From an optimization exercise on the open Yosys and OpenROAD flow, aimed at small area, a short achievable clock period and few clock cycles per item; shortcuts taken in it are not production practice.
RTL that was checked went through simulation tests only; none was proved equivalent to the original.
No activity file was given, so power comes from the tool's default toggle rates.

==> nickel <==
==> flow/design.v (excerpt) <==
module sliding_median_filter (
    input  logic                 clk,
    input  logic                 rst_n,
    input  logic                 samples_valid,
    output logic                 samples_ready,
    input  logic [15:0]          samples_sample,
    input  logic                 samples_end_of_seq,
    output logic                 medians_valid,
    input  logic                 medians_ready,
    output logic [15:0]          medians_median,
    output logic                 medians_last_out,
    input  logic                 cfg_valid,
    output logic                 cfg_ready,
    input  logic [3:0]           cfg_window_len
);
==> module smf_back, before the edit <==
module smf_back (
    input  logic        clk,
    input  logic        rst_n,
    input  logic [3:0]  window_len,
    input  logic        adv,
    input  logic        a_v,
    input  logic        a_fill,
    input  logic        a_emit,
    input  logic        a_last,
    input  logic [3:0]  a_ws,
    input  logic [15:0] a_y,
    output logic        push,
    output logic [15:0] push_median,
    output logic        push_last
);
    localparam int N = MAX_WINDOW;
    logic [15:0] x_q [N];
    logic [3:0]  r_q [N];
    logic         b_v, b_fill, b_emit, b_last;
    logic [N-1:0] b_sel;
    logic [15:0]  b_y;
    logic [N-1:0] b_le;
    logic         c_v, c_last;
    logic [2:0]   h;
    logic [3:0]   w_m1;
    logic [N-1:0] act;
    logic [N-1:0] a_sel;
    logic [N-1:0] a_c;
    logic         a_cb;
    logic [3:0]   r_old;
    logic [3:0]   r_new;
    logic [N-1:0] dec;
    logic [15:0]  med;
    assign h    = window_len[3:1];
    assign w_m1 = {window_len[3:1], 1'b0};
    assign a_cb = smf_pkg::slt16(a_y, b_y);
    always_comb
    begin
        for (int i = 0; i < N; i++)
        begin
            act[i]   = (4'(i) <= w_m1);
            a_sel[i] = (a_ws == 4'(i));
            a_c[i]   = (b_v && (b_fill || b_sel[i])) ? a_cb : smf_pkg::slt16(a_y, x_q[i]);
        end
    end
    always_comb
    begin
        r_old = '0;
        for (int i = 0; i < N; i++)
            if (b_sel[i])
                r_old = r_old | r_q[i];
        for (int i = 0; i < N; i++)
            dec[i] = smf_pkg::ugt4(r_q[i], r_old);
        r_new = smf_pkg::pop15(b_le);
    end
    always_ff @(posedge clk or negedge rst_n)
    begin
        if (!rst_n)
        begin
            b_v <= 1'b0;
            c_v <= 1'b0;
        end
        else if (adv)
        begin
            b_v <= a_v;
            c_v <= b_v && b_emit;
        end
    end
    always_ff @(posedge clk)
    begin
        if (adv)
        begin
            b_fill <= a_fill;
            b_emit <= a_emit;
            b_last <= a_last;
            b_sel  <= a_sel;
            b_y    <= a_y;
            b_le   <= ~a_c & act & ~a_sel;
            c_last <= b_last;
        end
    end
    always_ff @(posedge clk)
    begin
        for (int i = 0; i < N; i++)
        begin
            if (adv && b_v)
            begin
                if (b_fill)
                begin
                    x_q[i] <= b_y;
                    r_q[i] <= 4'(i);
                end
                else if (b_sel[i])
                begin
                    x_q[i] <= b_y;
                    r_q[i] <= r_new;
                end
                else
                begin
                    r_q[i] <= smf_pkg::updn4(r_q[i], ~b_le[i] & ~dec[i], dec[i] & b_le[i]);
                end
            end
        end
    end
    always_comb
    begin
        med = '0;
        for (int i = 0; i < N; i++)
            if (act[i] && (r_q[i] == {1'b0, h}))
                med = med | x_q[i];
    end
    assign push        = adv && c_v;
    assign push_median = med;
    assign push_last   = c_last;
endmodule
clock: 10.0 ns
lec_check: 0
cap_margin: 20
core_margin: 2
core_utilization: 40
slew_margin: 20
run.sh (not shown) runs the stock make flow with config.mk's settings and CLKGATE_MAP_FILE= SYNTH_SCRIPT=/design/flow/synth_recipe.tcl, a recipe that flattens the netlist after the stock synthesis.
==> quartz (differences from nickel) <==
--- a/flow/design.v
+++ b/flow/design.v
@@ -251,15 +251,27 @@
     logic [15:0]  b_y;
     logic [N-1:0] b_le;
     logic         c_v, c_last;
+    logic         p_v;
+    logic [N-1:0] p_sel;
+    logic [3:0]   p_r;
+    logic [3:0]   ro_q;
     logic [2:0]   h;
     logic [3:0]   w_m1;
     logic [N-1:0] act;
     logic [N-1:0] a_sel;
     logic [N-1:0] a_c;
     logic         a_cb;
-    logic [3:0]   r_old;
-    logic [3:0]   r_new;
+    logic [N-1:0] pend;
+    logic [3:0]   p_upd;
+    logic         p_up, p_dn;
+    logic [3:0]   ro_r;
+    logic         ro_le, ro_dn;
     logic [N-1:0] dec;
+    logic [N-1:0] up;
+    logic [N-1:0] dn;
+    logic [3:0]   r_upd [N];
+    logic [3:0]   r_new;
+    logic [3:0]   ro_next;
     logic [15:0]  med;
     assign h    = window_len[3:1];
     assign w_m1 = {window_len[3:1], 1'b0};
@@ -275,13 +287,33 @@
     end
     always_comb
     begin
-        r_old = '0;
+        pend = p_v ? p_sel : '0;
         for (int i = 0; i < N; i++)
-            if (b_sel[i])
-                r_old = r_old | r_q[i];
-        for (int i = 0; i < N; i++)
-            dec[i] = smf_pkg::ugt4(r_q[i], r_old);
+        begin
+            dec[i]   = smf_pkg::ugt4(r_q[i], ro_q);
+            up[i]    = ~b_le[i] & ~dec[i];
+            dn[i]    = b_le[i] & dec[i];
+            r_upd[i] = smf_pkg::updn4(r_q[i], up[i], dn[i]);
+        end
+        p_up  = |(pend & ~b_le);
+        p_dn  = smf_pkg::ugt4(p_r, ro_q);
+        p_upd = smf_pkg::updn4(p_r, p_up & ~p_dn, p_dn & ~p_up);
         r_new = smf_pkg::pop15(b_le);
+        ro_r  = '0;
+        ro_le = 1'b0;
+        for (int i = 0; i < N; i++)
+            if (a_sel[i])
+            begin
+                ro_r  = ro_r | r_q[i];
+                ro_le = ro_le | b_le[i];
+            end
+        ro_dn = smf_pkg::ugt4(ro_r, ro_q);
+        if (b_v && b_fill)
+            ro_next = '0;
+        else if (b_v)
+            ro_next = smf_pkg::updn4(ro_r, ~ro_le & ~ro_dn, ro_le & ro_dn);
+        else
+            ro_next = ro_r;
     end
     always_ff @(posedge clk or negedge rst_n)
     begin
@@ -289,11 +321,16 @@
         begin
             b_v <= 1'b0;
             c_v <= 1'b0;
+            p_v <= 1'b0;
         end
         else if (adv)
         begin
             b_v <= a_v;
             c_v <= b_v && b_emit;
+            if (b_v)
+                p_v <= !b_fill;
+            else
+                p_v <= 1'b0;
         end
     end
     always_ff @(posedge clk)
@@ -307,28 +344,27 @@
             b_y    <= a_y;
             b_le   <= ~a_c & act & ~a_sel;
             c_last <= b_last;
+            p_sel  <= b_sel;
+            p_r    <= r_new;
+            ro_q   <= ro_next;
         end
     end
     always_ff @(posedge clk)
     begin
         for (int i = 0; i < N; i++)
         begin
-            if (adv && b_v)
+            if (adv && b_v && (b_fill || b_sel[i]))
+                x_q[i] <= b_y;
+            if (adv)
             begin
-                if (b_fill)
-                begin
-                    x_q[i] <= b_y;
+                if (b_v && b_fill)
                     r_q[i] <= 4'(i);
-                end
-                else if (b_sel[i])
-                begin
-                    x_q[i] <= b_y;
-                    r_q[i] <= r_new;
-                end
-                else
-                begin
-                    r_q[i] <= smf_pkg::updn4(r_q[i], ~b_le[i] & ~dec[i], dec[i] & b_le[i]);
-                end
+                else if (b_v && b_sel[i])
+                    r_q[i] <= r_q[i];
+                else if (pend[i])
+                    r_q[i] <= b_v ? p_upd : p_r;
+                else if (b_v)
+                    r_q[i] <= r_upd[i];
             end
         end
     end
@@ -336,7 +372,7 @@
     begin
         med = '0;
         for (int i = 0; i < N; i++)
-            if (act[i] && (r_q[i] == {1'b0, h}))
+            if (act[i] && (pend[i] ? (p_r == {1'b0, h}) : (r_q[i] == {1'b0, h})))
                 med = med | x_q[i];
     end
     assign push        = adv && c_v;
==> flow/flow/run.sh (new file) <==
#!/bin/bash
# Standard ORFS layout, with the setup repair aimed at a tighter slack target.
# The clock, the constraints and every step are the standard flow's own (standard.sh); only
# the repair target differs. Each tool's output is kept in a log file here.
set -euo pipefail
cd "$(dirname "$0")/.."
bash standard.sh synth > flow_synth.log 2>&1
margin=$(cat flow/margin.txt)
echo "export SETUP_SLACK_MARGIN = ${margin}" >> config.mk
bash standard.sh > flow_layout.log 2>&1
==> flow/flow/margin.txt (new file) <==
6.8
==> flow/standard.sh (new file) <==
#!/bin/bash
# synth_recipe.tcl (not shown) runs the flow's synth.tcl, then flattens the netlist and writes it again
# the make line also repeats each setting of config.mk as NAME=value (left out here)
make -C /OpenROAD-flow-scripts/flow DESIGN_CONFIG=/design/flow/config.mk WORK_HOME=/design/flow/orfs CLKGATE_MAP_FILE= SYNTH_SCRIPT=/design/flow/synth_recipe.tcl "${@:-finish}"
Settings changed: SETUP_SLACK_MARGIN from default to 6.8, TNS_END_PERCENT from default to 5.
removed: flow/run.sh
==> tundra (differences from nickel) <==
--- a/flow/design.v
+++ b/flow/design.v
@@ -251,15 +251,24 @@
     logic [15:0]  b_y;
     logic [N-1:0] b_le;
     logic         c_v, c_last;
+    logic         p_v;
+    logic [N-1:0] p_sel;
+    logic [3:0]   p_r;
+    logic [3:0]   ro_q;
     logic [2:0]   h;
     logic [3:0]   w_m1;
     logic [N-1:0] act;
     logic [N-1:0] a_sel;
     logic [N-1:0] a_c;
     logic         a_cb;
-    logic [3:0]   r_old;
-    logic [3:0]   r_new;
+    logic [N-1:0] pend;
+    logic [3:0]   r_cur [N];
     logic [N-1:0] dec;
+    logic [N-1:0] up;
+    logic [N-1:0] dn;
+    logic [3:0]   r_upd [N];
+    logic [3:0]   r_new;
+    logic [3:0]   ro_next;
     logic [15:0]  med;
     assign h    = window_len[3:1];
     assign w_m1 = {window_len[3:1], 1'b0};
@@ -275,13 +284,22 @@
     end
     always_comb
     begin
-        r_old = '0;
-        for (int i = 0; i < N; i++)
-            if (b_sel[i])
-                r_old = r_old | r_q[i];
+        pend = p_v ? p_sel : '0;
         for (int i = 0; i < N; i++)
-            dec[i] = smf_pkg::ugt4(r_q[i], r_old);
+        begin
+            r_cur[i] = pend[i] ? p_r : r_q[i];
+            dec[i]   = smf_pkg::ugt4(r_cur[i], ro_q);
+            up[i]    = ~b_le[i] & ~dec[i];
+            dn[i]    = b_le[i] & dec[i];
+            r_upd[i] = (b_v && !b_fill) ? smf_pkg::updn4(r_cur[i], up[i], dn[i]) : r_cur[i];
+        end
         r_new = smf_pkg::pop15(b_le);
+        ro_next = '0;
+        for (int i = 0; i < N; i++)
+            if (a_sel[i])
+                ro_next = ro_next | r_upd[i];
+        if (b_v && b_fill)
+            ro_next = '0;
     end
     always_ff @(posedge clk or negedge rst_n)
     begin
@@ -289,11 +307,16 @@
         begin
             b_v <= 1'b0;
             c_v <= 1'b0;
+            p_v <= 1'b0;
         end
         else if (adv)
         begin
             b_v <= a_v;
             c_v <= b_v && b_emit;
+            if (b_v)
+                p_v <= !b_fill;
+            else
+                p_v <= 1'b0;
         end
     end
     always_ff @(posedge clk)
@@ -307,28 +330,23 @@
             b_y    <= a_y;
             b_le   <= ~a_c & act & ~a_sel;
             c_last <= b_last;
+            p_sel  <= b_sel;
+            p_r    <= r_new;
+            ro_q   <= ro_next;
         end
     end
     always_ff @(posedge clk)
     begin
         for (int i = 0; i < N; i++)
         begin
-            if (adv && b_v)
+            if (adv && b_v && (b_fill || b_sel[i]))
+                x_q[i] <= b_y;
+            if (adv)
             begin
-                if (b_fill)
-                begin
-                    x_q[i] <= b_y;
+                if (b_v && b_fill)
                     r_q[i] <= 4'(i);
-                end
-                else if (b_sel[i])
-                begin
-                    x_q[i] <= b_y;
-                    r_q[i] <= r_new;
-                end
-                else
-                begin
-                    r_q[i] <= smf_pkg::updn4(r_q[i], ~b_le[i] & ~dec[i], dec[i] & b_le[i]);
-                end
+                else if (!(b_v && b_sel[i]))
+                    r_q[i] <= r_upd[i];
             end
         end
     end
@@ -336,7 +354,7 @@
     begin
         med = '0;
         for (int i = 0; i < N; i++)
-            if (act[i] && (r_q[i] == {1'b0, h}))
+            if (act[i] && (r_cur[i] == {1'b0, h}))
                 med = med | x_q[i];
     end
     assign push        = adv && c_v;
==> flow/flow/run.sh (new file) <==
#!/bin/bash
# Standard ORFS layout, with the setup repair aimed at a tighter slack target.
# The clock, the constraints and every step are the standard flow's own (standard.sh); only
# the repair target differs. Each tool's output is kept in a log file here.
set -euo pipefail
cd "$(dirname "$0")/.."
bash standard.sh synth > flow_synth.log 2>&1
margin=$(cat flow/margin.txt)
echo "export SETUP_SLACK_MARGIN = ${margin}" >> config.mk
bash standard.sh > flow_layout.log 2>&1
==> flow/flow/margin.txt (new file) <==
6.8
==> flow/standard.sh (new file) <==
#!/bin/bash
# synth_recipe.tcl (not shown) runs the flow's synth.tcl, then flattens the netlist and writes it again
# the make line also repeats each setting of config.mk as NAME=value (left out here)
make -C /OpenROAD-flow-scripts/flow DESIGN_CONFIG=/design/flow/config.mk WORK_HOME=/design/flow/orfs CLKGATE_MAP_FILE= SYNTH_SCRIPT=/design/flow/synth_recipe.tcl "${@:-finish}"
Settings changed: SETUP_SLACK_MARGIN from default to 6.8.
removed: flow/run.sh
==> cedar (differences from nickel) <==
--- a/flow/design.v
+++ b/flow/design.v
@@ -251,15 +251,27 @@
     logic [15:0]  b_y;
     logic [N-1:0] b_le;
     logic         c_v, c_last;
+    logic         p_v;
+    logic [N-1:0] p_sel;
+    logic [3:0]   p_r;
+    logic [3:0]   ro_q;
     logic [2:0]   h;
     logic [3:0]   w_m1;
     logic [N-1:0] act;
     logic [N-1:0] a_sel;
     logic [N-1:0] a_c;
     logic         a_cb;
-    logic [3:0]   r_old;
-    logic [3:0]   r_new;
+    logic [N-1:0] pend;
+    logic [3:0]   p_upd;
+    logic         p_up, p_dn;
+    logic [3:0]   ro_r;
+    logic         ro_le, ro_dn;
     logic [N-1:0] dec;
+    logic [N-1:0] up;
+    logic [N-1:0] dn;
+    logic [3:0]   r_upd [N];
+    logic [3:0]   r_new;
+    logic [3:0]   ro_next;
     logic [15:0]  med;
     assign h    = window_len[3:1];
     assign w_m1 = {window_len[3:1], 1'b0};
@@ -275,13 +287,33 @@
     end
     always_comb
     begin
-        r_old = '0;
+        pend = p_v ? p_sel : '0;
         for (int i = 0; i < N; i++)
-            if (b_sel[i])
-                r_old = r_old | r_q[i];
-        for (int i = 0; i < N; i++)
-            dec[i] = smf_pkg::ugt4(r_q[i], r_old);
+        begin
+            dec[i]   = smf_pkg::ugt4(r_q[i], ro_q);
+            up[i]    = ~b_le[i] & ~dec[i];
+            dn[i]    = b_le[i] & dec[i];
+            r_upd[i] = smf_pkg::updn4(r_q[i], up[i], dn[i]);
+        end
+        p_up  = |(pend & ~b_le);
+        p_dn  = smf_pkg::ugt4(p_r, ro_q);
+        p_upd = smf_pkg::updn4(p_r, p_up & ~p_dn, p_dn & ~p_up);
         r_new = smf_pkg::pop15(b_le);
+        ro_r  = '0;
+        ro_le = 1'b0;
+        for (int i = 0; i < N; i++)
+            if (a_sel[i])
+            begin
+                ro_r  = ro_r | r_q[i];
+                ro_le = ro_le | b_le[i];
+            end
+        ro_dn = smf_pkg::ugt4(ro_r, ro_q);
+        if (b_v && b_fill)
+            ro_next = '0;
+        else if (b_v)
+            ro_next = smf_pkg::updn4(ro_r, ~ro_le & ~ro_dn, ro_le & ro_dn);
+        else
+            ro_next = ro_r;
     end
     always_ff @(posedge clk or negedge rst_n)
     begin
@@ -289,11 +321,16 @@
         begin
             b_v <= 1'b0;
             c_v <= 1'b0;
+            p_v <= 1'b0;
         end
         else if (adv)
         begin
             b_v <= a_v;
             c_v <= b_v && b_emit;
+            if (b_v)
+                p_v <= !b_fill;
+            else
+                p_v <= 1'b0;
         end
     end
     always_ff @(posedge clk)
@@ -307,28 +344,27 @@
             b_y    <= a_y;
             b_le   <= ~a_c & act & ~a_sel;
             c_last <= b_last;
+            p_sel  <= b_sel;
+            p_r    <= r_new;
+            ro_q   <= ro_next;
         end
     end
     always_ff @(posedge clk)
     begin
         for (int i = 0; i < N; i++)
         begin
-            if (adv && b_v)
+            if (adv && b_v && (b_fill || b_sel[i]))
+                x_q[i] <= b_y;
+            if (adv)
             begin
-                if (b_fill)
-                begin
-                    x_q[i] <= b_y;
+                if (b_v && b_fill)
                     r_q[i] <= 4'(i);
-                end
-                else if (b_sel[i])
-                begin
-                    x_q[i] <= b_y;
-                    r_q[i] <= r_new;
-                end
-                else
-                begin
-                    r_q[i] <= smf_pkg::updn4(r_q[i], ~b_le[i] & ~dec[i], dec[i] & b_le[i]);
-                end
+                else if (b_v && b_sel[i])
+                    r_q[i] <= r_q[i];
+                else if (pend[i])
+                    r_q[i] <= b_v ? p_upd : p_r;
+                else if (b_v)
+                    r_q[i] <= r_upd[i];
             end
         end
     end
@@ -336,7 +372,7 @@
     begin
         med = '0;
         for (int i = 0; i < N; i++)
-            if (act[i] && (r_q[i] == {1'b0, h}))
+            if (act[i] && (pend[i] ? (p_r == {1'b0, h}) : (r_q[i] == {1'b0, h})))
                 med = med | x_q[i];
     end
     assign push        = adv && c_v;
==> qor summary <==
quantity	quartz	cedar	nickel	tundra
Outcome	complete, no violations	complete, no violations	complete, no violations	complete, no violations
CTS Sinks	451	451	427	451
Number of vias in the routed layout	20564	20184	18506	20055
Slowest-stage cell, CP	fa_1	xor2_1	fa_1	dfrtp_2
Met1 Use GR	0.3368	0.3354	0.2969	0.3089
Routed length on met3	8.180 mm	7.893 mm	4.602 mm	5.732 mm
Async S/R FF share, synth	0.06208	0.06208	0.06323	0.06208
Fraction of power consumed by combinational cells	0.464	0.444	0.458	0.519
Library cells used by synthesis	94	94	83	84
Final HPWL from detailed placement	57.42 mm	57.94 mm	50.73 mm	52.53 mm
Clock power frac	0.159	0.170	0.159	0.155
Post-DR wirelength/cell	26.74 um	26.67 um	23.79 um	23.83 um
Final Instance Area	29250 sq um	28560 sq um	27090 sq um	31090 sq um
Internal portion of total power	6.459 mW	6.364 mW	5.958 mW	7.073 mW
Area share of fa/ha/maj cells after synthesis	0.08858	0.08858	0.09098	0.07911
Power density over the cells	393.1 nW/um^2	394.5 nW/um^2	394.9 nW/um^2	394.2 nW/um^2
Worst reg2reg startpoint	u_back.b_le[3]$_DFFE_PN_	u_back.b_le[1]$_DFFE_PN_	u_back.b_le[3]$_DFFE_PN_	u_back.p_v$_DFFE_PN0N_
Mean instance size in the synthesized netlist	10.85 sq um	10.85 sq um	10.79 sq um	10.95 sq um
Reported clock group power	1.83 mW	1.92 mW	1.70 mW	1.90 mW
Chip width	257.5 um	257.5 um	250.8 um	254.0 um
Post-Route WL	88.50 mm	86.77 mm	72.81 mm	79.79 mm
Testbench counts of quartz, summed over its fixed seeds: cycles 12,155, items 11,227.
Testbench counts of cedar, summed over its fixed seeds: cycles 12,155, items 11,227.
For nickel and tundra, only the layout was checked, not whether the RTL still works.

## what the ideal ports hide
The results above use ideal ports. As a check the final layouts listed here were re-extracted and re-timed, cells and wires unchanged. Step 1 (the two cells are an assumption about what drives the block):
set clk [get_ports {clk}]
set_driving_cell -lib_cell sky130_fd_sc_hd__clkbuf_16 $clk
set_driving_cell -lib_cell sky130_fd_sc_hd__buf_2 [delete_from_list [all_inputs] $clk]
Step 2 also shifts input and output timing later by t, the mid clock arrival at the registers, as if the neighbouring blocks saw the same clock. a / b / c = no drivers / after step 1 / after step 2; a / b = the first two.
run	t (ns)	setup WS [ns]	slew at the worst register clock pin (ns)
nickel	0.659	5.853 / 5.853 / 5.853	0.07 / 0.07
quartz	0.680	6.600 / 6.600 / 6.070	0.07 / 0.07
tundra	0.653	6.461 / 6.461 / 6.356	0.07 / 0.07
cedar	0.663	5.467 / 5.467 / 5.467	0.07 / 0.07
After both steps every run listed still meets setup and hold. For quartz, which loses most, drivers alone change the setup slack by 0.000 ns; drivers and shift together by -0.530 ns.
